Background: an optimization exercise with open tools, aiming at small area, a short achievable clock period and few clock cycles per item. Do not read the settings as production practice.
Function was checked by simulation only, so behaviour that the tests miss may differ from the original.
No activity file was given, so power comes from the tool's default toggle rates.

### flow/flow/run.sh
#!/bin/bash
# The standard layout, with the ports buffered by the smallest buffer
# instead of the flow's default pick; repair still resizes them as needed.
set -euo pipefail
export BUFFER_PORTS_ARGS="-buffer_cell sky130_fd_sc_hd__buf_1"
export REMOVE_ABC_BUFFERS=1
bash standard.sh > standard.log 2>&1
### flow/standard.sh
#!/bin/bash
# synth_recipe.tcl (not shown) runs the flow's synth.tcl, then flattens the netlist and writes it again
# the make line also repeats each setting of config.mk as NAME=value (left out here)
make -C /OpenROAD-flow-scripts/flow DESIGN_CONFIG=/design/flow/config.mk WORK_HOME=/design/flow/orfs CLKGATE_MAP_FILE= SYNTH_SCRIPT=/design/flow/synth_recipe.tcl "${@:-finish}"
### flow/config.mk
export PLATFORM = sky130hd
export DESIGN_NAME = fetch_top
export DESIGN_NICKNAME = fetch_top
export VERILOG_FILES = /design/flow/design.v
export SDC_FILE = /design/flow/constraint.sdc
export NUM_CORES = 4
export LEC_CHECK = 0
export ABC_AREA = 1
export ABC_CLOCK_PERIOD_IN_PS = 3000
export CAP_MARGIN = 20
export CORE_MARGIN = 8
export CORE_UTILIZATION = 40
export CTS_BUF_LIST = sky130_fd_sc_hd__clkbuf_4 sky130_fd_sc_hd__clkbuf_8
export CTS_CLUSTER_SIZE = 30
export GPL_ROUTABILITY_DRIVEN = 0
export SETUP_SLACK_MARGIN = 3.4
export SLEW_MARGIN = 20
export SYNTH_HIERARCHICAL = 1
export SYNTH_MINIMUM_KEEP_SIZE = 0
### flow/constraint.sdc
create_clock -name core_clock -period 6.0 [get_ports {clk_in}]
set_input_delay 1.2000 -clock core_clock [delete_from_list [all_inputs] [get_ports {clk_in}]]
set_output_delay 1.2000 -clock core_clock [all_outputs]
set_load 0.01 [all_outputs]
### flow/design.v
`timescale 1ns/100ps
`default_nettype none
module fetch_top (
    input  logic  clk_in,
    input  logic  br_reset,
    input  logic  stall,
    input  logic  redirect_valid,
    input  logic [31:0] redirect_pc,
    output logic  out_valid,
    output logic [31:0] out_ins,
    output logic [31:0] out_pc,
    output logic [31:0] out_pred_pc,
    input  logic  upd_valid,
    input  logic [31:0] upd_pc,
    input  logic  upd_taken,
    output logic  mem_req,
    output logic [31:0] mem_addr,
    input  logic  mem_ack,
    input  logic [31:0] mem_data
);
    localparam logic [6:0] OP_JAL    = 7'b1101111;
    localparam logic [6:0] OP_BRANCH = 7'b1100011;
    logic [1:0]  ctr_q [16];
    logic [31:2] addr_q;      
    logic [31:2] np_q;        
    logic        stale_q;     
    logic        discard;
    logic        deliver;
    assign mem_addr    = {addr_q, 2'b00};
    assign out_pc      = {addr_q, 2'b00};
    assign out_pred_pc = {np_q, 2'b00};
    assign discard = mem_req && mem_ack && (stale_q || redirect_valid);
    assign deliver = mem_req && mem_ack && !stale_q && !redirect_valid && !stall;
    logic        is_jal, is_br, taken;
    logic [18:0] t_lo;
    logic        t_c;
    logic [10:0] hi_inc, hi_dec;
    logic [29:0] seq_pc;
    assign is_jal = (mem_data[6:0] == OP_JAL);
    assign is_br  = (mem_data[6:0] == OP_BRANCH);
    assign taken  = is_jal || (is_br && ctr_q[addr_q[5:2]][1]);
    tgt_add tgt_add_i (.a(addr_q[20:2]), .ins(mem_data), .s(t_lo), .co(t_c));
    incdec #(.N(11)) hi_id (.x(addr_q[31:21]), .inc(hi_inc), .dec(hi_dec));
    logic [18:0] seq_lo;
    logic        seq_c;
    inc #(.N(19)) seq_i (.x(addr_q[20:2]), .y(seq_lo), .co(seq_c));
    assign seq_pc = {seq_c ? hi_inc : addr_q[31:21], seq_lo};
    logic [29:0] np_hold;     
    logic        take;        
    logic [10:0] hi_c1, hi_c0;
    logic [10:0] np_hi_c1, np_hi_c0;
    logic [29:0] np_d;
    always_comb begin
        if (br_reset) begin
            np_hold = '0;
        end else if (redirect_valid) begin
            np_hold = redirect_pc[31:2];
        end else if (deliver) begin
            np_hold = seq_pc;
        end else begin
            np_hold = np_q;
        end
    end
    assign take  = deliver && taken && !br_reset;
    assign hi_c1 = mem_data[31] ? addr_q[31:21] : hi_inc;
    assign hi_c0 = mem_data[31] ? hi_dec : addr_q[31:21];
    assign np_hi_c1 = take ? hi_c1 : np_hold[29:19];
    assign np_hi_c0 = take ? hi_c0 : np_hold[29:19];
    sel2 #(.N(19)) lo_sel (.s(take), .a(t_lo), .b(np_hold[18:0]), .y(np_d[18:0]));
    sel2 #(.N(11)) hi_sel (.s(t_c), .a(np_hi_c1), .b(np_hi_c0), .y(np_d[29:19]));
    always_ff @(posedge clk_in) begin
        if (br_reset) begin
            mem_req   <= 1'b0;
            out_valid <= 1'b0;
            stale_q   <= 1'b0;
        end else begin
            out_valid <= deliver;
            if (!mem_req) begin
                if (!redirect_valid) begin
                    mem_req <= 1'b1;
                    stale_q <= 1'b0;
                end
            end else begin
                if (redirect_valid) begin
                    stale_q <= 1'b1;
                end
                if (discard) begin
                    mem_req <= 1'b0;
                end
                if (deliver) begin
                    mem_req <= 1'b0;
                end
            end
        end
    end
    always_ff @(posedge clk_in) begin
        np_q <= np_d;
    end
    logic [29:0] addr_d;
    sel2 #(.N(30)) addr_sel (.s(mem_req || redirect_valid), .a(addr_q), .b(np_q), .y(addr_d));
    always_ff @(posedge clk_in) begin
        addr_q <= addr_d;
    end
    always_ff @(posedge clk_in) begin
        out_ins <= mem_data;
    end
    for (genvar i = 0; i < 16; i++) begin : ctr_
        logic [1:0] c;
        logic [1:0] c_next;
        assign c = ctr_q[i];
        assign c_next = upd_taken ? {c[1] | c[0], c[1] | !c[0]}
                                  : {c[1] & c[0], c[1] & !c[0]};
        always_ff @(posedge clk_in) begin
            if (br_reset) begin
                ctr_q[i] <= 2'b01;
            end else if (upd_valid && upd_pc[5:2] == i) begin
                ctr_q[i] <= c_next;
            end
        end
    end
endmodule
module tgt_add (
    input  logic [18:0] a,
    input  logic [31:0] ins,
    output logic [18:0] s,
    output logic        co
);
    logic [18:0] b;
    assign b[18]    = ins[31];
    assign b[17:13] = ins[2] ? ins[19:15] : {5{ins[31]}};
    assign b[12:10] = ins[3] ? ins[14:12] : {3{ins[31]}};
    assign b[9]     = ins[3] ? ins[20] : ins[7];
    assign b[8:3]   = ins[30:25];
    assign b[2:0]   = ins[2] ? ins[24:22] : ins[11:9];
    ks_add #(.N(19)) add_i (.a(a), .b(b), .s(s), .co(co));
endmodule
module ks_add #(
    parameter int N = 8
) (
    input  logic [N-1:0] a,
    input  logic [N-1:0] b,
    output logic [N-1:0] s,
    output logic         co
);
    localparam int L = (N > 16) ? 5 : (N > 8) ? 4 : (N > 4) ? 3 : (N > 2) ? 2 : 1;
    logic [N-1:0] g [L+1];
    logic [N-1:0] p [L+1];
    logic [N-1:0] x;
    assign x    = a ^ b;
    assign g[0] = a & b;
    assign p[0] = x;
    for (genvar l = 0; l < L; l++) begin : lvl
        for (genvar i = 0; i < N; i++) begin : bit_
            if (i >= (1 << l)) begin : comb
                assign g[l+1][i] = g[l][i] | (p[l][i] & g[l][i-(1<<l)]);
                assign p[l+1][i] = p[l][i] & p[l][i-(1<<l)];
            end else begin : pass
                assign g[l+1][i] = g[l][i];
                assign p[l+1][i] = p[l][i];
            end
        end
    end
    assign s  = x ^ {g[L][N-2:0], 1'b0};
    assign co = g[L][N-1];
endmodule
module incdec #(
    parameter int N = 8
) (
    input  logic [N-1:0] x,
    output logic [N-1:0] inc,
    output logic [N-1:0] dec
);
    assign inc = x + 1'b1;
    assign dec = x - 1'b1;
endmodule
module inc #(
    parameter int N = 8
) (
    input  logic [N-1:0] x,
    output logic [N-1:0] y,
    output logic         co
);
    assign {co, y} = {1'b0, x} + 1'b1;
endmodule
module sel2 #(
    parameter int N = 8
) (
    input  logic         s,
    input  logic [N-1:0] a,
    input  logic [N-1:0] b,
    output logic [N-1:0] y
);
    assign y = s ? a : b;
endmodule
`default_nettype wire
==> results.json, run 1 <==
{
  "status": "finished clean",
  "netlist_area_um2": 8478,
  "cts.htree.levels": 4,
  "critPathKind": "in -> reg",
  "stdcell_area_um2": 9922,
  "grt_pass1_vias": 8317,
  "power_leakage_uw": 0.004736,
  "worst_pin_slew_ps": 907.6,
  "syn_area_per_cell_um2": 6.239,
  "hp-start": "np_q[16]",
  "r2r_end": "np_q[5]",
  "required_ps": 6360,
  "maxSlewHeadroom_pct": 39.41,
  "final_cell_mix": "479 x nand2_1, 193 x buf_1, 123 x dfxtp_1",
  "placed_cell_area_um2": 9041,
  "syn2layout_area_growth_pct": 17.03,
  "insertion_delay_ps": 470,
  "synth.yosys.seq_area_share_pct": 29.99,
  "synthArstFlopShare_pct": 0,
  "clock_path_buffers": 2,
  "rsz0062_at_grt": "true",
  "cts_tree": "built",
  "reg2reg_slack_ps": 3670,
  "end_kind": "flip-flop",
  "via_per_inst": 4.901,
  "initial_core_util_pct": 40.59,
  "drv_cap": 0,
  "clock-root-buffer": "clkbuf_8",
  "vias": 8826,
  "yosysWarnings": 11,
  "worstPathMaxFanout": 12,
  "cts.sinks": 127,
  "finalNetCount": 1640,
  "maxSlewViolCount": 0,
  "io_pins": 233,
  "fp.dieH_um": 161.6,
  "power-per-cell-area_nw_per_um2": 259.9,
  "antenna_left": 0,
  "min_path_cells": 2,
  "route.detailed.drc": 0,
  "num_rows": 53,
  "tns_ps": 0,
  "synth_edf_count": 0,
  "dieArea_um2": 26110,
  "antenna-diode-count": 0,
  "rr_startpoint": "addr_q[3]",
  "synth_ff_type": "dfxtp_1",
  "grt.overflow.total": 0,
  "antenna_found_initial": 0,
  "clk_pin_slew_ps": 90,
  "hold-worst-slack_ps": 462.2,
  "dpl.hpwl_um": 18390,
  "drt_iter0_drc": 572,
  "ctsHoldBuffers": 0,
  "min_period_ps": 2510,
  "critical_path_arrival_ps": 2870,
  "yosys_register_bits": 127,
  "synth_cells": 1359,
  "hold_end": "addr_q[16]",
  "r2r_cells": 14,
  "core_um2": 20890,
  "layout_commonest_cell": "nand2_1",
  "min_path_type": "reg -> reg",
  "grt_pass1_wl_um": 42440,
  "wl_um": 26960,
  "cts_made_buffers": 17,
  "hold_violations": 0,
  "ir_drop_v": 0.0001459,
  "startpoint_type": "primary input",
  "finClkSkew_ps": 15.55,
  "drive_gt1_share_pct": 10.68,
  "fin_crit_sh_pct": 41.84,
  "fmaxAchievable_ghz": 0.3984,
  "grt_max_degree": 62,
  "wl_per_cell_um": 14.97,
  "grt.total_usage_pct": 20.10,
  "io_buffer_count": 196,
  "finalSetupViolCount": 0,
  "drt-pass1-iter-count": 6,
  "dieWidth_um": 161.6,
  "synth_cell_type_count": 38,
  "fillers": 2191
}
kinds of logic (layout without fill, tap and decap cells):
family | after synthesis | in the layout | share of synthesized area, %
compound gates | 183 | 183 | 11.85
xor+xnor | 30 | 30 | 3.099
fa+ha+maj | 24 | 24 | 3.631
buf+inv | 228 | 389 | 13.12
flops | 127 | 127 | 29.99
other cells | 1 | 6 | 0.04423
simple gates | 766 | 767 | 38.27
critical path: stages:
cell and delay (ps):
buf_8 140, clkinv_8 80, nand2_1 60, nand2_1 90
ha_4 320, nand2_1 80, nand3_2 100, nand2_2 60
nand2_2 90, nand2_1 100, nand2_2 100, nand2_4 90
nand2_8 150, clkinv_8 90, nand2_1 60, nand2_1 40
stage by stage:
step	worst slack, ps	instances	total power (uW)	util [%]
global placement	1871	1753	1699	43.28
finish	3490	1801	2579	47.50
detailed placement	1854	1753	1706	43.28
global route	3363	1801	2736	47.50
floorplan	2145	1276	1471	-
CTS	3415	1791	2554	46.16
state kept, by name (all words and copies together) (netlist names):
name,count
ctr_q,32
out_ins,32
addr_q,30
np_q,30
mem_req,1
out_valid,1
stale_q,1
routing by layer:
metal | up-vias | global-route usage (%) | wire (um)
met2 | 261 | 34.21 | 12480
met5 | - | 0 | 0
li1 | 4593 | - | -
met3 | 21 | 5.116 | 1900
met4 | 0 | 4.377 | 244
met1 | 3951 | 25.11 | 12330
Yosys cell counts, types with 23 or more instances:
cell type / number / area share, %
a21oi_1: 62 / 3.7
nor2_1: 91 / 4.0
dfxtp_1: 127 / 30
nand2_2: 26 / 1.9
inv_1: 126 / 5.6
nand3_1: 100 / 5.9
o21ai_0: 86 / 5.1
buf_4: 42 / 3.7
clkbuf_1: 24 / 1.1
nand2_1: 490 / 22
ha_1: 23 / 3.4
o211ai_1: 30 / 2.7
layout make-up:
class                      count  area (um^2)  area share (%)
multi-input combinational   1010         5081           51.21
sequential                   127         2550           25.70
timing repair buffer         214        932.1           9.395
inverter                     140        570.5           5.750
tap                          275        344.1           3.468
clock buffer                  18        247.7           2.497
clock inverter                14        172.7           1.740
timing repair inverter         3        23.77          0.2396
Yosys stat by module, one instance, submodules excluded, a selection:
module | copies in the design | flip-flops and latches | area (um^2) | cells
fetch_top | 1 | 127 | 5480 | 749
tgt_add | 1 | 0 | 148.9 | 33
report_power, final:
group	total [uW]	switching [uW]	internal, uW
Sequential	1020	111	910
Clock	828	431	397
Combinational	729	459	271
worst max-delay path by stage:
stage,endpoint,cells after the start,start,slack [ps]
after detailed placement,np_q[27],16,mem_data[31],1850
after CTS,np_q[18],17,mem_data[2],3410
after global placement,np_q[31],16,mem_data[31],1870
final,np_q[31],16,mem_data[2],3490
after global routing,np_q[31],16,mem_data[2],3360
after floorplan,np_q[10],9,mem_ack,2140
repair_timing:
item                       CTS  global route
pin swaps                    1            10
setup endpoints to repair   64            62
buffers inserted             2             8
cloned                       4             2
gates resized for setup     38            45
Testbench counts, summed over its fixed seeds: cycles 51,127, items 14,446.
==> run 2, diff against run 1 <==
--- a/flow/config.mk
+++ b/flow/config.mk
@@ -11,6 +11,5 @@
 export CORE_MARGIN = 8
-export CORE_UTILIZATION = 40
+export CORE_UTILIZATION = 55
 export CTS_BUF_LIST = sky130_fd_sc_hd__clkbuf_4 sky130_fd_sc_hd__clkbuf_8
 export CTS_CLUSTER_SIZE = 30
-export GPL_ROUTABILITY_DRIVEN = 0
 export SETUP_SLACK_MARGIN = 3.4
==> run 2 against run 1 <==
Area after synthesis is the same. Critical path depth shrank 3. Clock-buffer cell count is the same. Global-route usage grew 5.1 points. Cell area shrank 1.8%. Largest cell class unchanged. Highest routed layer unchanged.
==> results.json, run 2 <==
{
  "tns_ps": 0,
  "min_period_ps": 2540,
  "required_ps": 6350,
  "p_int_uw": 1645,
  "hold_violations": 0,
  "end_kind": "flip-flop",
  "seqPwrFrac_pct": 39.2,
  "antenna_left": 0,
  "dieWidth_um": 140.2,
  "synth_ff_type": "dfxtp_1",
  "power-per-cell-area_nw_per_um2": 266.8,
  "clock_path_buffers": 2,
  "fin_crit_sh_pct": 42.34,
  "hold-worst-slack_ps": 462.2,
  "dpl.hpwl_um": 17340,
  "wl_met3_um": 1590,
  "antenna_found_initial": 0,
  "yosysTopAreaCellShare_pct": 29.99,
  "crit_slowest_cell": "ha_4",
  "p_clk_share_pct": 33.3,
  "finClkSkew_ps": 8.228,
  "switching_share_pct": 36.70,
  "post-synth-top-count-cell": "nand2_1",
  "final_cell_mix": "482 x nand2_1, 193 x buf_1, 123 x inv_1, 123 x dfxtp_1, 99 x nand3_1",
  "worstPathMaxFanout": 7,
  "wl_per_cell_um": 14.58,
  "yosys_register_bits": 127,
  "finalSetupViolCount": 0,
  "grt_max_degree": 62,
  "synthTopCellsByArea": "dfxtp_1 30%, nand2_1 22%, nand3_1 5.9%, inv_1 5.6%, o21ai_0 5.1%",
  "drt-pass1-iter-count": 5,
  "reg_top3": "ctr_q (32), out_ins (32)",
  "syn2layout_area_growth_pct": 14.89,
  "drive_gt1_share_pct": 9.974,
  "cts_tree": "built",
  "critical_path_arrival_ps": 2890,
  "drt_iter0_drc": 603,
  "grt.overflow.total": 0,
  "critPathMostFrequentCell": "nand2_1",
  "synth_edf_count": 0,
  "yosysWarnings": 11,
  "route.detailed.drc": 0,
  "combPwrFrac_pct": 27.5,
  "min_path_type": "reg -> reg",
  "syn_area_per_cell_um2": 6.239,
  "clock-root-buffer": "clkbuf_8",
  "clk_pin_slew_ps": 80,
  "grt.total_usage_pct": 25.18,
  "via_per_inst": 5.195,
  "cts_made_buffers": 17,
  "ir_drop_v": 0.0001913,
  "core_um2": 15150,
  "synth_adder_area_share_pct": 3.630,
  "maxSlewHeadroom_pct": 39.56,
  "synth-compound-area-share_pct": 11.85,
  "num_rows": 45,
  "wl_met1_um": 11360,
  "netlist_area_um2": 8478,
  "power_leakage_uw": 0.004734,
  "critPathKind": "in -> reg",
  "maxSlewViolCount": 0,
  "synth_mux_area_share_pct": 0,
  "initial_core_util_pct": 55.98,
  "wl_um": 24970,
  "gp_congestion": 0.8626,
  "antenna-diode-count": 0,
  "drv_cap": 0,
  "vias": 8894,
  "cts.htree.levels": 4,
  "cts.sinks": 127,
  "synth-simple-area-share_pct": 38.27,
  "worstPathCellList": "clkbuf_2, nand2_4, nand2_1, ha_4, nand4_1, nor3_2, nand2_1, nand2_2, nand2_4, nand2_8, inv_6, nand2_1, nand2_1",
  "synthTopCellsByCount": "490 x nand2_1, 127 x dfxtp_1, 126 x inv_1",
  "worst_pin_slew_ps": 905.3,
  "synth_cells": 1359,
  "io_pins": 233,
  "startpoint_type": "primary input",
  "dieArea_um2": 19640,
  "fmaxAchievable_ghz": 0.3937,
  "grt_pass1_wl_um": 40500,
  "rsz0062_at_grt": "true",
  "status": "finished clean",
  "fp.dieH_um": 140.2,
  "grt_pass1_vias": 8327,
  "synth_cell_type_count": 38,
  "synth_top_area_cell": "dfxtp_1",
  "layout_commonest_cell": "nand2_1",
  "synth.yosys.seq_area_share_pct": 29.99,
  "finalNetCount": 1638,
  "io_buffer_count": 196,
  "synthArstFlopShare_pct": 0,
  "top_layer": "met4",
  "p_sw_uw": 953.8,
  "wl_met2_um": 11560,
  "synth_top_family_by_area": "simple AND/OR/NAND/NOR gates",
  "synth_xor_area_share_pct": 3.099,
  "insertion_delay_ps": 460,
  "max_stage_delay_ps": 320
}
run 2: cell counts after synthesis:
Identical to the previous run, type by type.
run 2: timing repair:
| action | in CTS | in global routing |
|---|---|---|
| gates resized for setup | 32 | 33 |
| pin swaps | 2 | 9 |
| hold buffers | 0 | 0 |
| cloned | 3 | 0 |
| setup buffers | 4 | 5 |
| setup endpoints to repair | 64 | 60 |
run 2: area by class of cell:
class / instances / area (um^2)
clock buffer: 18 / 247.7
clock inverter: 14 / 203.9
fill: 1494 / 5405
inverter: 140 / 554.3
multi-input combinational: 1010 / 5044
sequential: 127 / 2550
tap: 188 / 235.2
timing repair buffer: 213 / 889.6
timing repair inverter: 2 / 16.27
run 2: path summary, 6_finish.rpt:
check                             startpoint    endpoint  slack [ps]  depth (start not counted)
worst max-delay path            mem_data[31]    np_q[28]        3460                         13
worst min-delay path                np_q[25]  addr_q[25]         460                          2
worst max register to register    addr_q[15]    np_q[30]        3680                         15
worst min register to register      np_q[25]  addr_q[25]         460                          2
run 2: stage by stage:
stage	power [uW]	std cells	worst slack [ps]	area [um^2]	util, %
floorplan	1471	1276	2145	7915	-
global placement	1689	1668	2009	8947	59.07
detailed placement	1698	1668	1978	8947	59.07
CTS	2579	1707	3407	9554	63.08
global route	2753	1712	3371	9741	64.31
finish	2599	1712	3460	9741	64.31
run 2: power groups by stage:
| stage | sequential [uW] | combinational, uW | clock [uW] |
|---|---|---|---|
| finish | 1020 | 715 | 864 |
| global route | 1030 | 809 | 912 |
| floorplan | 1050 | 422 | 0 |
| global placement | 1030 | 656 | 0 |
| detailed placement | 1030 | 664 | 0 |
| CTS | 1020 | 688 | 876 |
run 2: Yosys stat by module, one instance, submodules excluded, excerpt:
module     flip-flops and latches  copies in the design  area (um^2)
fetch_top                     127                     1         5480
tgt_add                         0                     1        148.9
run 2: layer usage:
metal / up-vias / GRT usage [%]
li1: 4588 / -
met1: 4003 / 31.29
met2: 274 / 42.21
met3: 29 / 5.607
met4: 0 / 8.457
met5: - / 0
run 2: worst max-delay path: cells and delay by family:
family	cells	cell delay, ps
fa+ha+maj	1	320
buf+inv	2	240
simple gates	10	1110
run 2: logic make-up after synthesis:
logic type	Yosys count
xor gates and xnor gates	30
AOI/OAI and AO/OA	183
buffers and inverters	228
and+or+nand+nor	766
other	1
DFF	127
adders and majority gates	24
==> run 3, diff against run 2 <==
--- a/flow/config.mk
+++ b/flow/config.mk
@@ -11,6 +11,6 @@
 export CORE_MARGIN = 8
-export CORE_UTILIZATION = 55
+export CORE_UTILIZATION = 40
 export CTS_BUF_LIST = sky130_fd_sc_hd__clkbuf_4 sky130_fd_sc_hd__clkbuf_8
 export CTS_CLUSTER_SIZE = 30
-export SETUP_SLACK_MARGIN = 3.4
+export SETUP_SLACK_MARGIN = 3.5
 export SLEW_MARGIN = 20
==> run 3 against run 2 <==
Sequential power hardly changed. Register-to-register slack better by 120 ps. Critical endpoint is now np_q[29]. Hold slack worse by 11 ps. Final cell count grew 6.0%. Area after synthesis unchanged. Wire length is 13% higher.
==> results.json, run 3 <==
{
  "ctsHoldBuffers": 0,
  "dp_slack_ps": 1766,
  "synthTopCellsByCount": "490 x nand2_1, 127 x dfxtp_1, 126 x inv_1",
  "antenna_found_initial": 0,
  "grt.total_usage_pct": 20.67,
  "r2r_end": "np_q[31]",
  "synth_cell_type_count": 38,
  "clk_pin_slew_ps": 90,
  "min_period_ps": 2457,
  "finalSetupViolCount": 0,
  "hold_violations": 0,
  "synthTopCellsByArea": "dfxtp_1 30%, nand2_1 22%, nand3_1 5.9%, inv_1 5.6%, o21ai_0 5.1%",
  "drt_iter0_drc": 683,
  "rr_startpoint": "addr_q[17]",
  "setup_ws_ps": 3543,
  "yosys_register_bits": 127,
  "reg2reg_slack_ps": 3800,
  "synth_cells": 1359,
  "rsz0062_at_grt": "true",
  "wl_per_cell_um": 15.59,
  "dpl.hpwl_um": 18800,
  "insertion_delay_ps": 460,
  "netlist_area_um2": 8478,
  "yosysTopAreaCellShare_pct": 29.99,
  "route.detailed.drc": 0,
  "maxSlewViolCount": 0,
  "min_path_type": "reg -> reg",
  "startpoint": "mem_data[3]",
  "fin_crit_sh_pct": 40.96,
  "clock_path_buffers": 2,
  "num_rows": 53,
  "hold-worst-slack_ps": 451.5,
  "min_path_cells": 2,
  "dieWidth_um": 161.6,
  "tns_ps": 0,
  "dieArea_um2": 26110,
  "end_kind": "flip-flop",
  "cts.sinks": 127,
  "initial_core_util_pct": 40.59,
  "ir_drop_v": 0.0001362,
  "r2r_cells": 14,
  "grt.overflow.total": 0,
  "drt-pass1-iter-count": 5,
  "critical_path_arrival_ps": 2820,
  "post-synth-top-count-cell": "nand2_1",
  "synthArstFlopShare_pct": 0,
  "synth_top_area_cell": "dfxtp_1",
  "core_um2": 20890,
  "layout_commonest_cell": "nand2_1",
  "worstPathMaxFanout": 8,
  "syn_area_per_cell_um2": 6.239,
  "synth_ff_type": "dfxtp_1",
  "gp_congestion": 0.8913,
  "critPathMostFrequentCell": "nand2_1",
  "hp-start": "np_q[26]",
  "power-per-cell-area_nw_per_um2": 246.6,
  "power_leakage_uw": 0.004881,
  "max_stage_delay_ps": 220,
  "fp.dieH_um": 161.6,
  "startpoint_type": "primary input",
  "wl_um": 28280,
  "syn2layout_area_growth_pct": 20.54,
  "cts_made_buffers": 17,
  "grt_pass1_vias": 8321,
  "drv_cap": 0,
  "fmaxAchievable_ghz": 0.4069,
  "finClkSkew_ps": 12.59,
  "drive_gt1_share_pct": 13.32,
  "cts_tree": "built",
  "synth_edf_count": 0,
  "final_util_pct": 48.92,
  "yosysWarnings": 11,
  "critPathKind": "in -> reg",
  "via_per_inst": 5.003,
  "vias": 9075,
  "final_cell_mix": "466 x nand2_1, 193 x buf_1, 122 x inv_1",
  "io_buffer_count": 196,
  "crit_slowest_cell": "ha_4",
  "hold_end": "addr_q[26]",
  "io_pins": 233,
  "clock-root-buffer": "clkbuf_8",
  "status": "finished clean",
  "worst_pin_slew_ps": 644.9,
  "reg_top3": "ctr_q (32), out_ins (32)",
  "maxSlewHeadroom_pct": 57.00,
  "required_ps": 6360,
  "worstPathCellList": "buf_6, inv_4, nand2_1, nand2_2, ha_4, nand2_4, inv_1, nand2_1, and2_4, nor2_2, nor2_2, nand2_4, nand2_4, nand2_8, buf_4, nand2_1, nand2_1",
  "antenna-diode-count": 0,
  "grt_pass1_wl_um": 43330,
  "finalNetCount": 1655,
  "synth.yosys.seq_area_share_pct": 29.99,
  "grt_max_degree": 62,
  "cts.htree.levels": 4,
  "antenna_left": 0
}
## run 3: cells by family (layout without fill, tap and decap cells)
logic type               Yosys count  in the layout  synth area share, %
XOR/XNOR                          30             30                3.099
adder cells (fa/ha/maj)           24             24                3.631
buffers and inverters            228            402                13.12
AO/OA/AOI/OAI                    183            183                11.85
flip-flops                       127            127                29.99
other                              1              6              0.04423
AND/OR/NAND/NOR                  766            767                38.27
## run 3: modules after synthesis (local to each module, per instance), excerpt
module     cells inside  flip-flops and latches  times used
tgt_add              33                       0           1
fetch_top           749                     127           1
## run 3: worst max path at each step
| stage | slack [ps] | to | cells past startpoint |
|---|---|---|---|
| finish | 3540 | np_q[29] | 17 |
| global route | 3440 | np_q[18] | 18 |
| CTS | 3460 | np_q[8] | 11 |
| detailed placement | 1770 | np_q[25] | 16 |
| global placement | 1830 | np_q[31] | 16 |
| floorplan | 2140 | np_q[10] | 9 |
## run 3: repair_timing
| item | 4_1_cts | 5_1_grt |
|---|---|---|
| buffers inserted | 6 | 16 |
| gates resized for setup | 65 | 72 |
| endpoints found under the setup margin | 66 | 52 |
| pin swaps | 6 | 18 |
| gates cloned | 4 | 4 |
## run 3: cell type report
| type | count | area [um^2] |
|---|---|---|
| Inverter | 140 | 586.8 |
| Clock inverter | 12 | 115.1 |
| Tap cell | 275 | 344.1 |
| Timing Repair Buffer | 230 | 1117 |
| Sequential cell | 127 | 2567 |
| Clock buffer | 18 | 241.5 |
| Timing Repair inverter | 2 | 16.27 |
| Fill cell | 2181 | 10670 |
| Multi-Input combinational cell | 1010 | 5231 |
## run 3: report_power, final
group / total [uW] / leakage, uW / switching [uW] / internal, uW
Sequential: 1020 / 0.00106 / 111 / 913
Clock: 724 / 0.000175 / 395 / 330
Combinational: 772 / 0.00365 / 479 / 293
## run 3: per-stage QoR
step                power [uW]  cells  cell area [um^2]
floorplan                 1471   1276              7915
global placement          1699   1754              9049
detailed placement        1707   1754              9049
CTS                       2484   1794              9766
global route              2678   1814             10220
finish                    2521   1814             10220
## run 3: critical path, delay by kind of cell
kind | cells | cell delay, ps
adders and majority gates | 1 | 220
buffers and inverters | 4 | 400
and+or+nand+nor | 12 | 990
## run 3: per-layer routing
metal | part of all wire [%] | vias to the layer above | global-route usage [%]
li1 | - | 4623 | -
met1 | 45 | 4153 | 26.20
met2 | 47 | 278 | 35.29
met3 | 6.6 | 21 | 4.734
met4 | 0.79 | 0 | 4.082
met5 | 0 | - | 0
==> run 4, diff against run 3 <==
--- a/flow/config.mk
+++ b/flow/config.mk
@@ -18 +18,2 @@
 export SYNTH_MINIMUM_KEEP_SIZE = 0
+export TNS_END_PERCENT = 20
==> run 4 against run 3 <==
Register-to-register slack barely moved. Die area stayed put. Clock power is essentially flat. Highest routed layer unchanged. Sequential share of layout area is essentially flat. Synthesized cell count did not move. Total power about the same. First-iteration DRC count is 6.7% lower. Wire length down 0.26%. Critical path type is now reg -> out. Utilization down 0.054 points. Combinational power hardly changed.
==> results.json, run 4 <==
{
  "status": "finished clean",
  "max_stage_delay_ps": 620,
  "grt.overflow.total": 0,
  "synth_xor_area_share_pct": 3.099,
  "synth.yosys.seq_area_share_pct": 29.99,
  "fmaxAchievable_ghz": 0.4031,
  "drt-pass1-iter-count": 5,
  "required_ps": 4800,
  "tns_ps": 0,
  "fin_cells": 1815,
  "wl_um": 28210,
  "use_met2_pct": 35.28,
  "worstPathMaxFanout": 11,
  "grtUsageMet3_pct": 4.734,
  "timing.critical_path.buf_inv": 1,
  "min_period_ps": 2481,
  "grt_pass1_vias": 8315,
  "dp.cells": 1754,
  "synthTopCellsByCount": "490 x nand2_1, 127 x dfxtp_1, 126 x inv_1",
  "critical_path_arrival_ps": 1280,
  "startpoint_type": "flip-flop",
  "power_leakage_uw": 0.004857,
  "dieArea_um2": 26110,
  "ir_drop_v": 0.0001343,
  "ctsHoldBuffers": 0,
  "min_path_type": "reg -> reg",
  "via_per_inst": 4.989,
  "grt_pass1_wl_um": 43320,
  "wl_per_cell_um": 15.54,
  "route.detailed.drc": 0,
  "clock_path_buffers": 2,
  "synth_top_family_by_area": "simple AND/OR/NAND/NOR gates",
  "synth_mux_area_share_pct": 0,
  "antenna_left": 0,
  "core_um2": 20890,
  "p_sw_uw": 981.9,
  "worst_pin_slew_ps": 653.5,
  "synth_edf_count": 0,
  "grt_max_degree": 62,
  "reg_top3": "ctr_q (32), out_ins (32)",
  "synthTopCellsByArea": "dfxtp_1 30%, nand2_1 22%, nand3_1 5.9%, inv_1 5.6%, o21ai_0 5.1%",
  "layout_commonest_cell": "nand2_1",
  "fin_crit_sh_pct": 41.35,
  "cts_made_buffers": 17,
  "dieWidth_um": 161.6,
  "p_int_uw": 1536,
  "cts_tree": "built",
  "synthArstFlopShare_pct": 0,
  "p_clk_share_pct": 28.7,
  "final_cell_mix": "465 x nand2_1, 193 x buf_1, 121 x inv_1",
  "grt.total_usage_pct": 20.67,
  "worstPathCellList": "buf_1",
  "use_met1_pct": 26.20,
  "synth-compound-area-share_pct": 11.85,
  "gp_congestion": 0.8913,
  "hold_violations": 0,
  "final_util_pct": 48.87,
  "seqPwrFrac_pct": 40.6,
  "io_buffer_count": 196,
  "stdcell_area_um2": 10210,
  "syn_area_per_cell_um2": 6.239,
  "combPwrFrac_pct": 30.7,
  "fp.dieH_um": 161.6,
  "maxSlewHeadroom_pct": 56.43,
  "end_kind": "output pin",
  "netlist_area_um2": 8478,
  "synth_top_area_cell": "dfxtp_1",
  "drive_gt1_share_pct": 13.25,
  "insertion_delay_ps": 470,
  "switching_share_pct": 38.99,
  "finalSetupViolCount": 0,
  "drv_cap": 0,
  "antenna-diode-count": 0,
  "dpl.hpwl_um": 18800,
  "rsz0062_at_grt": "true",
  "yosys_register_bits": 127,
  "initial_core_util_pct": 40.59,
  "critPathKind": "reg -> out",
  "placed_cell_area_um2": 9049,
  "num_rows": 53,
  "finalNetCount": 1656,
  "synth-simple-area-share_pct": 38.27,
  "io_pins": 233,
  "maxSlewViolCount": 0,
  "crit_slowest_cell": "dfxtp_1",
  "synth_ff_type": "dfxtp_1",
  "cts.htree.levels": 4,
  "clock-root-buffer": "clkbuf_8",
  "vias": 9055,
  "finClkSkew_ps": 11.07,
  "yosysTopAreaCellShare_pct": 29.99,
  "yosysWarnings": 11,
  "drt_iter0_drc": 637,
  "clk_pin_slew_ps": 80,
  "cts.sinks": 127,
  "power-per-cell-area_nw_per_um2": 246.7,
  "busiest_layer": "met2",
  "syn2layout_area_growth_pct": 20.41,
  "crit_family": "flip-flops",
  "antenna_found_initial": 0,
  "synth_adder_area_share_pct": 3.630,
  "post-synth-top-count-cell": "nand2_1",
  "synth_cells": 1359,
  "synth_cell_type_count": 38
}
run 4: changes by cell type in the layout (fill, tap and decap cells not counted), moves of 2 or more:
cell / before / now
buf_6: 7 / 5
dfxtp_1: 113 / 117
nand2_2: 38 / 43
dfxtp_2: 11 / 7
nand2_4: 10 / 6
buf_12: 1 / 3
buf_4: 23 / 25
run 4: power groups by stage:
stage | registers, uW | logic (uW) | clock network (uW)
after floorplan | 1050 | 422 | 0
after global placement | 1030 | 666 | 0
after detailed placement | 1030 | 672 | 0
after CTS | 1020 | 718 | 742
after global routing | 1040 | 868 | 777
final | 1020 | 774 | 722
run 4: timing repair:
| action | CTS | global route |
|---|---|---|
| setup buffers | 5 | 18 |
| gates cloned | 4 | 4 |
| setup endpoints to repair | 66 | 81 |
| pin swaps | 6 | 22 |
| resized for setup | 58 | 71 |
run 4: Yosys stat by module (local to each module, per instance), excerpt:
module	flops+latches	times used
fetch_top	127	1
tgt_add	0	1
run 4: cells by family after synthesis:
logic type | Yosys count
compound gates | 183
xor+xnor | 30
fa+ha+maj | 24
buf+inv | 228
flops | 127
other cells | 1
simple gates | 766
run 4: worst paths after layout:
check	start	to	slack, ps	cells after the start
hold / removal	np_q[22]	addr_q[22]	460	2
setup reg to reg	addr_q[10]	np_q[21]	3800	14
hold reg to reg	np_q[22]	addr_q[22]	460	2
setup / recovery	addr_q[27]	mem_addr[27]	3520	1
run 4: area by class of cell:
cell class,count,area [um^2]
fill,2186,10680
multi-input combinational,1010,5220
sequential,127,2562
timing repair buffer,231,1122
inverter,140,586.8
tap,275,344.1
clock buffer,18,241.5
clock inverter,12,115.1
timing repair inverter,2,16.27
run 4: per-stage QoR:
stage	total power [uW]	setup WS [ps]	hold WS [ps]
2_1_floorplan	1471	2145	455.1
3_3_place_gp	1699	1827	450.6
3_5_place_dp	1707	1766	448.5
4_1_cts	2479	3371	461.6
5_1_grt	2680	3449	471.6
6_report	2518	3519	462.0
run 4: routing by layer:
layer / routed length, um / vias up
met1: 12650 / 4130
met4: 281 / 0
met3: 1911 / 22
met5: 0 / -
met2: 13370 / 279
li1: - / 4624
==> run 5, diff against run 4 <==
--- a/flow/config.mk
+++ b/flow/config.mk
@@ -14,3 +14,3 @@
 export CTS_CLUSTER_SIZE = 30
-export SETUP_SLACK_MARGIN = 3.5
+export SETUP_SLACK_MARGIN = 3.7
 export SLEW_MARGIN = 20
@@ -18,2 +18 @@
 export SYNTH_MINIMUM_KEEP_SIZE = 0
-export TNS_END_PERCENT = 20
==> run 5 against run 4 <==
Die area unchanged. Still clean. Flip-flop and latch count unchanged. Critical path type is now in -> reg. Via count up 3.3%.
==> results.json, run 5 <==
{
  "end_kind": "flip-flop",
  "io_pins": 233,
  "required_ps": 6360,
  "multi_input_comb_area_um2": 5435,
  "drt-pass1-iter-count": 5,
  "ir_drop_v": 0.0001346,
  "critPathKind": "in -> reg",
  "finClkSkew_ps": 12.74,
  "fillers": 2114,
  "worstPathCellList": "buf_1, ha_1, nand2_2, nor2_1, nand2_2, nand2_2, nand2_2, nand2_4, nand2_8, nand2_8, inv_8, nand2_1, nand2_1",
  "fin_crit_sh_pct": 41.53,
  "final_cell_mix": "452 x nand2_1, 171 x buf_1, 120 x inv_1",
  "clock-root-buffer": "clkbuf_8",
  "grt.total_usage_pct": 22.06,
  "synthArstFlopShare_pct": 0,
  "syn_area_per_cell_um2": 6.239,
  "drive_gt1_share_pct": 19.41,
  "clock_path_buffers": 2,
  "grt_max_degree": 62,
  "yosys_register_bits": 127,
  "cts_made_buffers": 17,
  "route.detailed.drc": 0,
  "fmaxAchievable_ghz": 0.4014,
  "min_path_type": "reg -> reg",
  "power_leakage_uw": 0.005153,
  "via_per_inst": 5.080,
  "synth_xor_area_share_pct": 3.099,
  "reg_top3": "ctr_q (32), out_ins (32)",
  "wl_per_cell_um": 16.26,
  "dieArea_um2": 26110,
  "synth_adder_area_share_pct": 3.630,
  "antenna_found_initial": 0,
  "synth-compound-area-share_pct": 11.85,
  "dieWidth_um": 161.6,
  "drv_cap": 0,
  "regArea_um2": 2639,
  "clk_pin_slew_ps": 80,
  "worst_pin_slew_ps": 559.0,
  "initial_core_util_pct": 40.59,
  "status": "finished clean",
  "cts.sinks": 127,
  "wl_um": 29940,
  "finalNetCount": 1682,
  "cts_tree": "built",
  "startpoint_type": "primary input",
  "post-synth-top-count-cell": "nand2_1",
  "worstPathMaxFanout": 7,
  "finalSetupViolCount": 0,
  "cts.htree.levels": 4,
  "timing.critical_path.buf_inv": 2,
  "synth_edf_count": 0,
  "synth_ff_type": "dfxtp_1",
  "ctsHoldBuffers": 0,
  "synth_mux_area_share_pct": 0,
  "drt_iter0_drc": 701,
  "io_buffer_count": 196,
  "crit_family": "simple AND/OR/NAND/NOR gates",
  "maxSlewViolCount": 0,
  "grt_pass1_vias": 8718,
  "gp_congestion": 0.8913,
  "grt_pass1_wl_um": 45880,
  "syn2layout_area_growth_pct": 27.20,
  "layout_commonest_cell": "nand2_1",
  "synth_top_area_cell": "dfxtp_1",
  "core_um2": 20890,
  "synth_cells": 1359,
  "dp.cells": 1754,
  "antenna-diode-count": 0,
  "critPathMostFrequentCell": "nand2_2",
  "synth-simple-area-share_pct": 38.27,
  "synthTopCellsByCount": "490 x nand2_1, 127 x dfxtp_1, 126 x inv_1",
  "fin_cells": 1841,
  "antenna_left": 0,
  "synthTopCellsByArea": "dfxtp_1 30%, nand2_1 22%, nand3_1 5.9%, inv_1 5.6%, o21ai_0 5.1%",
  "vias": 9353,
  "synth_top_family_by_area": "simple AND/OR/NAND/NOR gates",
  "hold_violations": 0,
  "maxSlewHeadroom_pct": 62.74,
  "critical_path_arrival_ps": 2850,
  "min_period_ps": 2492,
  "dpl.hpwl_um": 18800,
  "synth_cell_type_count": 38,
  "power-per-cell-area_nw_per_um2": 242.6,
  "max_stage_delay_ps": 440,
  "insertion_delay_ps": 470,
  "synth.yosys.seq_area_share_pct": 29.99,
  "fp.dieH_um": 161.6,
  "netlist_area_um2": 8478,
  "num_rows": 53,
  "tns_ps": 0,
  "crit_slowest_cell": "ha_1",
  "yosysWarnings": 11,
  "yosysTopAreaCellShare_pct": 29.99,
  "grt.overflow.total": 0,
  "rsz0062_at_grt": "true"
}
run 5: final cells by class:
cell class,count,share of cell area (%)
Timing Repair inverter,2,0.1740
Timing Repair Buffer,256,13.08
Sequential cell,127,24.47
Clock buffer,18,2.239
Clock inverter,12,1.067
Tap cell,275,3.191
Inverter,140,5.383
Multi-Input combinational cell,1011,50.40
run 5: logic make-up after synthesis:
logic type	count (synthesis)
AND/OR/NAND/NOR	766
adder cells (fa/ha/maj)	24
buffers and inverters	228
AO/OA/AOI/OAI	183
flip-flops	127
XOR/XNOR	30
other	1
run 5: per-module statistics from Yosys, one instance, submodules excluded, excerpt:
module,cells,cell area (um^2),flip-flops and latches,copies in the design
fetch_top,749,5480,127,1
tgt_add,33,148.9,0,1
run 5: layer usage:
layer	vias to the layer above	routed length, um	track usage [%]
li1	4680	-	-
met1	4292	13150	27.13
met2	338	14030	36.99
met3	43	2216	5.879
met4	0	546	6.734
met5	-	0	0
run 5: path summary, 6_finish.rpt:
path | from | endpoint | slack (ps) | cells after the start
min | np_q[22] | addr_q[22] | 450 | 2
max reg2reg | addr_q[3] | np_q[31] | 3830 | 18
min reg2reg | np_q[22] | addr_q[22] | 450 | 2
max | mem_data[25] | np_q[31] | 3510 | 13
run 5: report_power, final:
group | switching [uW] | internal [uW] | leakage, uW
sequential | 92.2 | 919 | 0.00107
combinational | 539 | 341 | 0.00391
clock | 396 | 330 | 0.000175
total | 1030 | 1590 | 0.00515
run 5: timing repair:
item                       in CTS  in global routing
buffers inserted               37                 10
gates cloned                    9                  1
resized for setup             163                 91
setup endpoints to repair     121                101
pin swaps                      41                 36
run 5: worst min-delay path, stage by stage (launching register included):
cell and delay (ps):
dfxtp_1 320, nand2_1 60, nand2_1 40
run 5: stage by stage:
step                total power (uW)  cell area, um^2  setup WS [ps]  util, %  hold slack [ps]
floorplan                       1471             7915           2145        -            455.1
global placement                1699             9049           1827    43.32            450.6
detailed placement              1707             9049           1766    43.32            448.5
CTS                             2551            10370           3588    49.63            452.4
global route                    2769            10780           3426    51.63            462.2
finish                          2616            10780           3508    51.63            453.0
==> run 6, diff against run 5 <==
--- a/flow/config.mk
+++ b/flow/config.mk
@@ -14,3 +14,3 @@
 export CTS_CLUSTER_SIZE = 30
-export SETUP_SLACK_MARGIN = 3.7
+export SETUP_SLACK_MARGIN = 3.3
 export SLEW_MARGIN = 20
==> run 6 against run 5 <==
Critical path depth is 5 lower. Hold slack better by 6.3 ps. Still clean on timing, DRC and antenna. Largest power group unchanged. Clock power hardly changed. Sequential power hardly changed. Total power is 6.3% lower. Largest cell class unchanged. Setup slack worse by 97 ps. First-iteration DRC count is 12% lower. Die area stayed put. Final cell count is 2.8% lower.
==> results.json, run 6 <==
{
  "worstPathMaxFanout": 61,
  "antenna_left": 0,
  "clock_path_buffers": 2,
  "stdcell_area_um2": 9694,
  "synth.yosys.seq_area_share_pct": 29.99,
  "cts.sinks": 127,
  "synthArstFlopShare_pct": 0,
  "synth_top_area_cell": "dfxtp_1",
  "ctsHoldBuffers": 0,
  "hp-start": "np_q[2]",
  "wl_um": 26850,
  "fp.dieH_um": 161.6,
  "syn2layout_area_growth_pct": 14.34,
  "yosysWarnings": 11,
  "tns_ps": 0,
  "p_int_uw": 1497,
  "fmaxAchievable_ghz": 0.3864,
  "layout_commonest_cell": "nand2_1",
  "yosysTopAreaCellShare_pct": 29.99,
  "critPathKind": "in -> reg",
  "p_total_uw": 2451,
  "antenna-diode-count": 0,
  "io_buffer_count": 196,
  "synth_top_family_by_area": "simple AND/OR/NAND/NOR gates",
  "drive_gt1_share_pct": 9.241,
  "synth_adder_area_share_pct": 3.630,
  "insertion_delay_ps": 460,
  "grt.total_usage_pct": 20.29,
  "route.detailed.drc": 0,
  "drv_cap": 0,
  "min_path_type": "reg -> reg",
  "startpoint_type": "primary input",
  "vias": 8898,
  "maxSlewHeadroom_pct": 39.81,
  "grt_pass1_wl_um": 42550,
  "yosys_register_bits": 127,
  "synthTopCellsByArea": "dfxtp_1 30%, nand2_1 22%, nand3_1 5.9%, inv_1 5.6%, o21ai_0 5.1%",
  "dieArea_um2": 26110,
  "core_um2": 20890,
  "finalSetupViolCount": 0,
  "num_rows": 53,
  "synth-simple-area-share_pct": 38.27,
  "synthTopCellsByCount": "490 x nand2_1, 127 x dfxtp_1, 126 x inv_1",
  "rr_startpoint": "addr_q[15]",
  "status": "finished clean",
  "switching_share_pct": 38.95,
  "dieWidth_um": 161.6,
  "gp_congestion": 0.8913,
  "p_clk_share_pct": 29.5,
  "cts_made_buffers": 17,
  "cts.htree.levels": 4,
  "ir_drop_v": 0.0001351,
  "end_kind": "flip-flop",
  "startpoint": "redirect_valid",
  "p_sw_uw": 954.9,
  "grt.overflow.total": 0,
  "finClkSkew_ps": 11.78,
  "seqPwrFrac_pct": 41.6,
  "synth_cell_type_count": 38,
  "finalNetCount": 1631,
  "synth_edf_count": 0,
  "netlist_area_um2": 8478,
  "wl_per_cell_um": 15.00,
  "final_cell_mix": "482 x nand2_1, 193 x buf_1, 123 x inv_1, 123 x dfxtp_1, 99 x nand3_1",
  "setup_ws_ps": 3412,
  "fillers": 2238,
  "dp_slack_ps": 1766,
  "maxSlewViolCount": 0,
  "post-synth-top-count-cell": "nand2_1",
  "worst_pin_slew_ps": 901.6,
  "synth_ff_type": "dfxtp_1",
  "reg2reg_slack_ps": 3630,
  "synth_mux_area_share_pct": 0,
  "antenna_found_initial": 0,
  "dpl.hpwl_um": 18800,
  "drt_iter0_drc": 619,
  "synth_xor_area_share_pct": 3.099,
  "drt-pass1-iter-count": 8,
  "io_pins": 233,
  "hold_violations": 0,
  "placed_cell_area_um2": 9049,
  "min_period_ps": 2588,
  "synth-compound-area-share_pct": 11.85,
  "hold-worst-slack_ps": 459.3,
  "required_ps": 6400,
  "critical_path_arrival_ps": 2990,
  "initial_core_util_pct": 40.59,
  "grt_pass1_vias": 8205,
  "power-per-cell-area_nw_per_um2": 252.9,
  "rsz0062_at_grt": "true",
  "syn_area_per_cell_um2": 6.239,
  "clock-root-buffer": "clkbuf_8",
  "grt_max_degree": 62,
  "combPwrFrac_pct": 28.9,
  "fin_crit_sh_pct": 43.14,
  "via_per_inst": 4.971,
  "clk_pin_slew_ps": 80,
  "power_leakage_uw": 0.004642,
  "cts_tree": "built",
  "reg_top3": "ctr_q (32), out_ins (32)",
  "synth_cells": 1359
}
## run 6: layer usage
metal / routed length (um) / up-vias / share of wire (%) / GRT usage, %
met5: 0 / - / 0 / 0
met2: 12620 / 247 / 47 / 34.57
li1: - / 4570 / - / -
met1: 12340 / 4058 / 46 / 25.56
met4: 202 / 0 / 0.75 / 4.125
met3: 1693 / 23 / 6.3 / 4.938
## run 6: repair_timing
| item | CTS | global route |
|---|---|---|
| buffers inserted | 3 | 0 |
| cloned | 3 | 0 |
| gates resized for setup | 31 | 27 |
| setup endpoints to repair | 62 | 41 |
| pin swaps | 1 | 4 |
## run 6: final timing paths
path / endpoint / cells past startpoint
worst max-delay path: addr_q[4] / 8
worst min-delay path: addr_q[2] / 2
worst max register to register: np_q[25] / 15
worst min register to register: addr_q[2] / 2
## run 6: through the flow
step | std cells | utilization, %
2_1_floorplan | 1276 | -
3_3_place_gp | 1754 | 43.32
3_5_place_dp | 1754 | 43.32
4_1_cts | 1790 | 45.71
5_1_grt | 1790 | 46.41
6_report | 1790 | 46.41
## run 6: critical path, cell delays in order
cell	delay, ps
buf_1	120
inv_4	490
ha_1	250
inv_1	40
buf_4	280
inv_4	420
nand2_1	100
nand2_1	70
## run 6: Yosys stat by module, one instance, submodules excluded, excerpt
module / cells inside / flops+latches / copies in the design
tgt_add: 33 / 0 / 1
fetch_top: 749 / 127 / 1
## run 6: power by group through the flow
stage,logic [uW],registers [uW],clock network [uW]
5_1_grt,802,1030,775
3_3_place_gp,666,1030,0
2_1_floorplan,422,1050,0
4_1_cts,692,1020,742
3_5_place_dp,672,1030,0
6_report,708,1020,723
## run 6: kinds of logic after synthesis
logic type,after synthesis
simple gates,766
buf+inv,228
compound gates,183
flops,127
xor+xnor,30
fa+ha+maj,24
other cells,1
## run 6: cell type report
type	instances	area (um^2)	share of cell area, %
inverters	140	553.0	5.705
multi-input cells	1010	5027	51.86
clock inverters	12	115.1	1.187
repair inverters	2	16.27	0.1678
clock buffers	18	241.5	2.491
well taps	275	344.1	3.549
flip-flops and latches	127	2547	26.28
repair buffers	206	849.6	8.764
==> run 7, diff against run 6 <==
--- a/flow/flow/run.sh
+++ b/flow/flow/run.sh
@@ -5,3 +5,2 @@
 export BUFFER_PORTS_ARGS="-buffer_cell sky130_fd_sc_hd__buf_1"
-export REMOVE_ABC_BUFFERS=1
 bash standard.sh > standard.log 2>&1
--- a/flow/config.mk
+++ b/flow/config.mk
@@ -7,3 +7,2 @@
 export LEC_CHECK = 0
-export ABC_AREA = 1
 export ABC_CLOCK_PERIOD_IN_PS = 3000
@@ -14,3 +13,3 @@
 export CTS_CLUSTER_SIZE = 30
-export SETUP_SLACK_MARGIN = 3.3
+export SETUP_SLACK_MARGIN = 3.0
 export SLEW_MARGIN = 20
==> run 7 against run 6 <==
Area after synthesis is 2.0% lower. Total power rose by 14%. Non-clock buffer count rose by 15. Largest power group unchanged. Largest cell class unchanged. Sequential share of layout area decreased by 0.27 points. Critical endpoint is now np_q[22]. Highest routed layer unchanged. Die area is 1.8% lower. Synthesized cell count shrank 36%. Still clean on timing, DRC and antenna.
==> results.json, run 7 <==
{
  "clk_pin_slew_ps": 80,
  "cts_tree": "built",
  "startpoint": "mem_data[2]",
  "cts_made_buffers": 17,
  "critPathKind": "in -> reg",
  "tns_ps": 0,
  "reg_top3": "ctr_q (32), out_ins (32)",
  "synth_top_area_cell": "dfxtp_1",
  "antenna-diode-count": 0,
  "synth_edf_count": 0,
  "required_ps": 6340,
  "fp.dieH_um": 160.1,
  "dp.cells": 1259,
  "final_cell_mix": "192 x buf_1, 123 x dfxtp_1, 76 x mux2i_1",
  "min_path_type": "reg -> reg",
  "vias": 7001,
  "cts.sinks": 127,
  "yosysWarnings": 11,
  "synth_cell_type_count": 67,
  "num_rows": 52,
  "post-synth-top-count-cell": "dfxtp_1",
  "end_kind": "flip-flop",
  "cts.htree.levels": 4,
  "worst_pin_slew_ps": 1066,
  "synthTopCellsByCount": "127 x dfxtp_1, 76 x mux2i_1, 70 x nor2_1",
  "synth_cells": 869,
  "final_util_pct": 48.26,
  "clock-root-buffer": "clkbuf_8",
  "io_buffer_count": 196,
  "insertion_delay_ps": 460,
  "dieArea_um2": 25630,
  "worstPathMaxFanout": 6,
  "critical_path_arrival_ps": 3490,
  "drt-pass1-iter-count": 4,
  "wl_um": 23130,
  "fin_crit_sh_pct": 52.49,
  "dpl.hpwl_um": 15770,
  "yosysTopAreaCellShare_pct": 30.61,
  "power_leakage_uw": 0.003859,
  "grt.total_usage_pct": 17.50,
  "syn2layout_area_growth_pct": 17.94,
  "drv_cap": 0,
  "synth.yosys.seq_area_share_pct": 30.61,
  "placed_cell_area_um2": 8890,
  "status": "finished clean",
  "syn_area_per_cell_um2": 9.557,
  "finalSetupViolCount": 0,
  "reg2reg_slack_ps": 3110,
  "rr_startpoint": "addr_q[11]",
  "ir_drop_v": 0.0001234,
  "clock_path_buffers": 2,
  "synthArstFlopShare_pct": 0,
  "gp_congestion": 0.7795,
  "layout_commonest_cell": "buf_1",
  "grt_pass1_vias": 7095,
  "finalNetCount": 1153,
  "r2r_cells": 8,
  "r2r_end": "np_q[23]",
  "antenna_left": 0,
  "core_um2": 20300,
  "via_per_inst": 5.348,
  "antenna_found_initial": 0,
  "synthTopCellsByArea": "dfxtp_1 31%, mux2_4 10%, mux2i_1 9.2%, a21oi_1 3.6%, buf_4 3.5%",
  "stdcell_area_um2": 9796,
  "initial_core_util_pct": 40.91,
  "drt_iter0_drc": 324,
  "maxSlewViolCount": 0,
  "maxSlewHeadroom_pct": 28.96,
  "grt_pass1_wl_um": 36990,
  "io_pins": 233,
  "ctsHoldBuffers": 0,
  "fin_cells": 1309,
  "power-per-cell-area_nw_per_um2": 284.2,
  "hold_violations": 0,
  "min_path_cells": 2,
  "hp-start": "ctr_q[15][0]",
  "rsz0062_at_grt": "true",
  "fillers": 2018,
  "grt.overflow.total": 0,
  "startpoint_type": "primary input",
  "wl_per_cell_um": 17.67,
  "fmaxAchievable_ghz": 0.3175,
  "grt_max_degree": 65,
  "min_period_ps": 3149,
  "synth_ff_type": "dfxtp_1",
  "drive_gt1_share_pct": 18.86,
  "route.detailed.drc": 0,
  "hold_end": "ctr_q[15][1]",
  "yosys_register_bits": 127,
  "dieWidth_um": 160.1,
  "netlist_area_um2": 8305,
  "finClkSkew_ps": 19.10
}
[run 7: cell types whose count changed after synthesis, sizes merged, moves of 23 or more]
cell	delta
a211oi	+25
inv	-121
mux2	+72
mux2i	+76
nand2	-482
nand3	-88
nor2	-36
o211ai	-28
o21ai	-61
xnor2	+23
[run 7: timing repair]
item | in CTS | in global routing
endpoints found under the setup margin | 30 | 29
gates resized for setup | 44 | 13
cloned | 1 | 1
buffers inserted | 9 | 7
pin swaps | 10 | 9
[run 7: Yosys stat by module, one instance, submodules excluded, excerpt]
module,cells,copies in the design
tgt_add,13,1
fetch_top,557,1
[run 7: per-stage QoR]
step,total power [uW],hold WS (ps),setup WS (ps)
floorplan,1693,462.3,2702
global placement,1843,483.5,1583
detailed placement,1853,492.1,1600
CTS,2788,504.0,2851
global route,2948,532.0,2814
finish,2784,503.8,2851
[run 7: worst max-delay path: stages]
cell	delay, ps
buf_1	90
buf_6	150
mux2_4	330
ha_4	270
a21oi_2	60
o211ai_1	260
a21oi_2	130
o221ai_4	290
a41o_4	370
mux2_4	320
[run 7: power by group]
part	total [uW]	switching, uW	leakage, uW	internal, uW
Clock	869	380	0.000229	489
Sequential	1080	154	0.00106	929
Combinational	833	427	0.00257	406
[run 7: how the worst max path moves through the flow]
stage                to  slack [ps]  cells after the start
5_1_grt        np_q[29]        2810                     10
3_3_place_gp   np_q[29]        1580                      9
2_1_floorplan  np_q[21]        2700                     11
4_1_cts        np_q[22]        2850                     11
6_report       np_q[22]        2850                     10
3_5_place_dp   np_q[29]        1600                      9
[run 7: logic make-up after synthesis]
logic type | synth area share [%]
fa+ha+maj | 3.706
mux | 22.36
simple gates | 14.46
buf+inv | 8.451
other cells | 0.04515
xor+xnor | 5.273
compound gates | 15.09
flops | 30.61
[run 7: layout make-up]
type	count	area (um^2)	share of cell area (%)
flip-flops and latches	127	2547	26.01
clock buffers	20	275.3	2.810
inverters	17	63.81	0.6514
multi-input cells	642	5405	55.18
repair buffers	221	984.7	10.05
well taps	270	337.8	3.449
clock inverters	12	181.4	1.852
[run 7: layer usage]
| layer | routed length [um] | part of all wire (%) | track usage (%) |
|---|---|---|---|
| met4 | 211 | 0.91 | 3.993 |
| met5 | 0 | 0 | 0 |
| met2 | 10940 | 47 | 29.64 |
| met3 | 1315 | 5.7 | 4.987 |
| met1 | 10660 | 46 | 21.55 |
==> run 8, diff against run 7 <==
--- a/flow/config.mk
+++ b/flow/config.mk
@@ -11,4 +11,5 @@
 export CORE_UTILIZATION = 40
-export CTS_BUF_LIST = sky130_fd_sc_hd__clkbuf_4 sky130_fd_sc_hd__clkbuf_8
-export CTS_CLUSTER_SIZE = 30
+export CTS_BUF_LIST = sky130_fd_sc_hd__clkbuf_8
+export CTS_CLUSTER_DIAMETER = 100
+export CTS_CLUSTER_SIZE = 40
 export SETUP_SLACK_MARGIN = 3.0
==> run 8 against run 7 <==
Non-clock buffer count unchanged. Combinational power about the same. Hold slack unchanged. Synthesized cell count unchanged. Critical path type unchanged. Global-route usage unchanged. Sequential share of layout area unchanged. Flip-flop and latch count unchanged. Clock skew unchanged. Area after synthesis unchanged. Register-to-register slack about the same. Clock-buffer cell count unchanged. Cell area unchanged. Still clean on timing, DRC and antenna.
==> results.json, run 8 <==
{
  "status": "finished clean",
  "drt_iter0_drc": 324,
  "hold_violations": 0,
  "reg2reg_slack_ps": 3110,
  "grt.total_usage_pct": 17.50,
  "fp.dieH_um": 160.1,
  "cts.sinks": 127,
  "worstPathCellList": "buf_1, buf_6, mux2_4, ha_4, a21oi_2, o211ai_1, a21oi_2, o221ai_4, a41o_4, mux2_4",
  "synthTopCellsByCount": "127 x dfxtp_1, 76 x mux2i_1, 70 x nor2_1",
  "ir_drop_v": 0.0001234,
  "crit_family": "compound AO/OA/AOI/OAI gates",
  "multi_input_comb_area_um2": 5405,
  "crit_slowest_cell": "a41o_4",
  "grt_max_degree": 65,
  "synth_top_area_cell": "dfxtp_1",
  "gp_congestion": 0.7795,
  "path_depth": 10,
  "fin_crit_sh_pct": 52.49,
  "end_kind": "flip-flop",
  "wl_per_cell_um": 17.67,
  "dieWidth_um": 160.1,
  "synth_edf_count": 0,
  "r2r_cells": 8,
  "via_per_inst": 5.348,
  "startpoint_type": "primary input",
  "clock-root-buffer": "clkbuf_8",
  "dieArea_um2": 25630,
  "cts.htree.levels": 4,
  "finalSetupViolCount": 0,
  "vias": 7001,
  "core_um2": 20300,
  "tns_ps": 0,
  "antenna_found_initial": 0,
  "clock_path_buffers": 2,
  "insertion_delay_ps": 460,
  "num_rows": 52,
  "fin_cells": 1309,
  "drive_gt1_share_pct": 18.86,
  "switching_share_pct": 34.49,
  "finalNetCount": 1153,
  "syn_area_per_cell_um2": 9.557,
  "drt-pass1-iter-count": 4,
  "netlist_area_um2": 8305,
  "cts_made_buffers": 17,
  "p_sw_uw": 960.1,
  "synth_cells": 869,
  "post-synth-top-count-cell": "dfxtp_1",
  "antenna-diode-count": 0,
  "p_int_uw": 1824,
  "maxSlewViolCount": 0,
  "maxSlewHeadroom_pct": 28.96,
  "dpl.hpwl_um": 15770,
  "fmaxAchievable_ghz": 0.3175,
  "power-per-cell-area_nw_per_um2": 284.2,
  "min_period_ps": 3149,
  "yosysTopAreaCellShare_pct": 30.61,
  "combPwrFrac_pct": 29.9,
  "io_buffer_count": 196,
  "finClkSkew_ps": 19.10,
  "p_clk_share_pct": 31.2,
  "startpoint": "mem_data[2]",
  "critical_path_arrival_ps": 3490,
  "layout_commonest_cell": "buf_1",
  "initial_core_util_pct": 40.91,
  "final_util_pct": 48.26,
  "worstPathMaxFanout": 6,
  "antenna_left": 0,
  "dp.cells": 1259,
  "yosys_register_bits": 127,
  "clk_pin_slew_ps": 80,
  "power_leakage_uw": 0.003859,
  "rsz0062_at_grt": "true",
  "min_path_type": "reg -> reg",
  "grt_pass1_vias": 7095,
  "final_cell_mix": "192 x buf_1, 123 x dfxtp_1, 76 x mux2i_1",
  "fillers": 2018,
  "yosysWarnings": 11,
  "synth_cell_type_count": 67,
  "syn2layout_area_growth_pct": 17.94,
  "critPathKind": "in -> reg",
  "required_ps": 6340,
  "synthArstFlopShare_pct": 0,
  "wl_um": 23130,
  "timing.critical_path.buf_inv": 2,
  "synthTopCellsByArea": "dfxtp_1 31%, mux2_4 10%, mux2i_1 9.2%, a21oi_1 3.6%, buf_4 3.5%",
  "route.detailed.drc": 0,
  "max_stage_delay_ps": 370,
  "critPathCapture": "np_q[22]",
  "drv_cap": 0,
  "io_pins": 233,
  "synth.yosys.seq_area_share_pct": 30.61,
  "seqPwrFrac_pct": 38.9,
  "min_path_cells": 2,
  "synth_ff_type": "dfxtp_1",
  "r2r_end": "np_q[23]",
  "rr_startpoint": "addr_q[11]",
  "grt.overflow.total": 0,
  "grt_pass1_wl_um": 36990,
  "worst_pin_slew_ps": 1066,
  "cts_tree": "built",
  "reg_top3": "ctr_q (32), out_ins (32)",
  "regArea_um2": 2547
}
[run 8: cell counts after synthesis]
Identical to the previous run, type by type.
[run 8: through the flow]
step                      instance area [um^2]  setup slack, ps  hold slack [ps]  power, uW
final                                     9796             2851            503.8       2784
after global routing                      9796             2814            532.0       2948
after CTS                                 9663             2851            504.0       2788
after detailed placement                  8890             1600            492.1       1853
after global placement                    8890             1583            483.5       1843
after floorplan                           8401             2702            462.3       1693
[run 8: Yosys stat by module, one instance, submodules excluded, excerpt]
module     times used  area (um^2)
tgt_add             1        176.4
fetch_top           1         5478
[run 8: final cells by class]
type | instances | area share [%]
multi-input cells | 642 | 55.18
inverters | 17 | 0.6514
repair buffers | 221 | 10.05
clock buffers | 20 | 2.810
flip-flops and latches | 127 | 26.01
clock inverters | 12 | 1.852
well taps | 270 | 3.449
[run 8: power groups by stage]
stage	Clock, uW	Combinational, uW	Sequential [uW]
after global placement	0	747	1100
after floorplan	0	616	1080
after CTS	895	811	1080
after detailed placement	0	754	1100
final	869	833	1080
after global routing	933	913	1100
[run 8: worst min-delay path by stage]
stage / slack (ps) / to / startpoint
finish: 500 / ctr_q[15][1] / ctr_q[15][0]
floorplan: 460 / ctr_q[8][1] / ctr_q[8][1]
global route: 530 / ctr_q[6][1] / ctr_q[6][0]
CTS: 500 / ctr_q[6][1] / ctr_q[6][0]
global placement: 480 / ctr_q[13][1] / ctr_q[13][1]
detailed placement: 490 / ctr_q[6][1] / ctr_q[6][0]
[run 8: kinds of logic (layout without fill, tap and decap cells)]
kind of cell / after synthesis / after routing / share of synthesized area (%)
DFF: 127 / 127 / 30.61
buffers and inverters: 106 / 270 / 8.451
other: 1 / 6 / 0.04515
adders and majority gates: 24 / 24 / 3.706
muxes: 151 / 151 / 22.36
xor gates and xnor gates: 50 / 50 / 5.273
AOI/OAI and AO/OA: 192 / 193 / 15.09
and+or+nand+nor: 218 / 218 / 14.46
[run 8: metal layers]
layer | wire length, um | up-vias | GRT usage [%]
met5 | 0 | - | 0
met4 | 211 | 0 | 3.993
met2 | 10940 | 183 | 29.64
met1 | 10660 | 3362 | 21.55
met3 | 1315 | 17 | 4.987
li1 | - | 3439 | -
[run 8: worst register-to-register path, stage by stage (launching register included)]
cell and delay (ps):
dfxtp_1 580, nand4_1 340, nor4_2 450, and4_4 450, mux2i_1 230, a31oi_1 100, a22oi_1 230, mux2i_1 120
mux2_4 270
[run 8: timing repair]
action | CTS | global route
gates resized for setup | 44 | 13
buffers inserted | 9 | 7
endpoints found under the setup margin | 30 | 29
pin swaps | 10 | 9
hold buffers | 0 | 0
gates cloned | 1 | 1

[static timing again, ports no longer ideal]
The flow's constraints put no driver on any port. The routed layouts listed below were extracted and timed again, unchanged, in two steps.
Step 1, drivers: a clkbuf_16 drives clk_in and a buf_2 each remaining input, both assumed.
Step 2, shift: input delay + t, output delay - t, t = (earliest + latest rising clock arrival at the registers) / 2. This alone moves slack from input paths to output paths.
a / b / c = no drivers / after step 1 / after step 2; a / b = the first two.
run | t, ns | slack for setup (ns) | worst data-port slew with drivers (ns)
run 1 | 0.508 | 3.490 / 3.460 / 2.952 | 0.17
run 2 | 0.495 | 3.460 / 3.474 / 2.979 | 0.06
run 3 | 0.499 | 3.543 / 3.424 / 2.925 | 0.20
run 4 | 0.500 | 3.519 / 3.438 / 2.938 | 0.20
run 5 | 0.502 | 3.508 / 3.449 / 2.947 | 0.20
run 6 | 0.498 | 3.412 / 3.425 / 2.927 | 0.06
run 7 | 0.485 | 2.851 / 2.861 / 2.376 | 0.04
run 8 | 0.485 | 2.851 / 2.861 / 2.376 | 0.04
After both steps setup and hold are still met in every run listed. For run 3, which loses most, drivers alone change the setup slack by -0.119 ns; drivers and shift together by -0.618 ns.
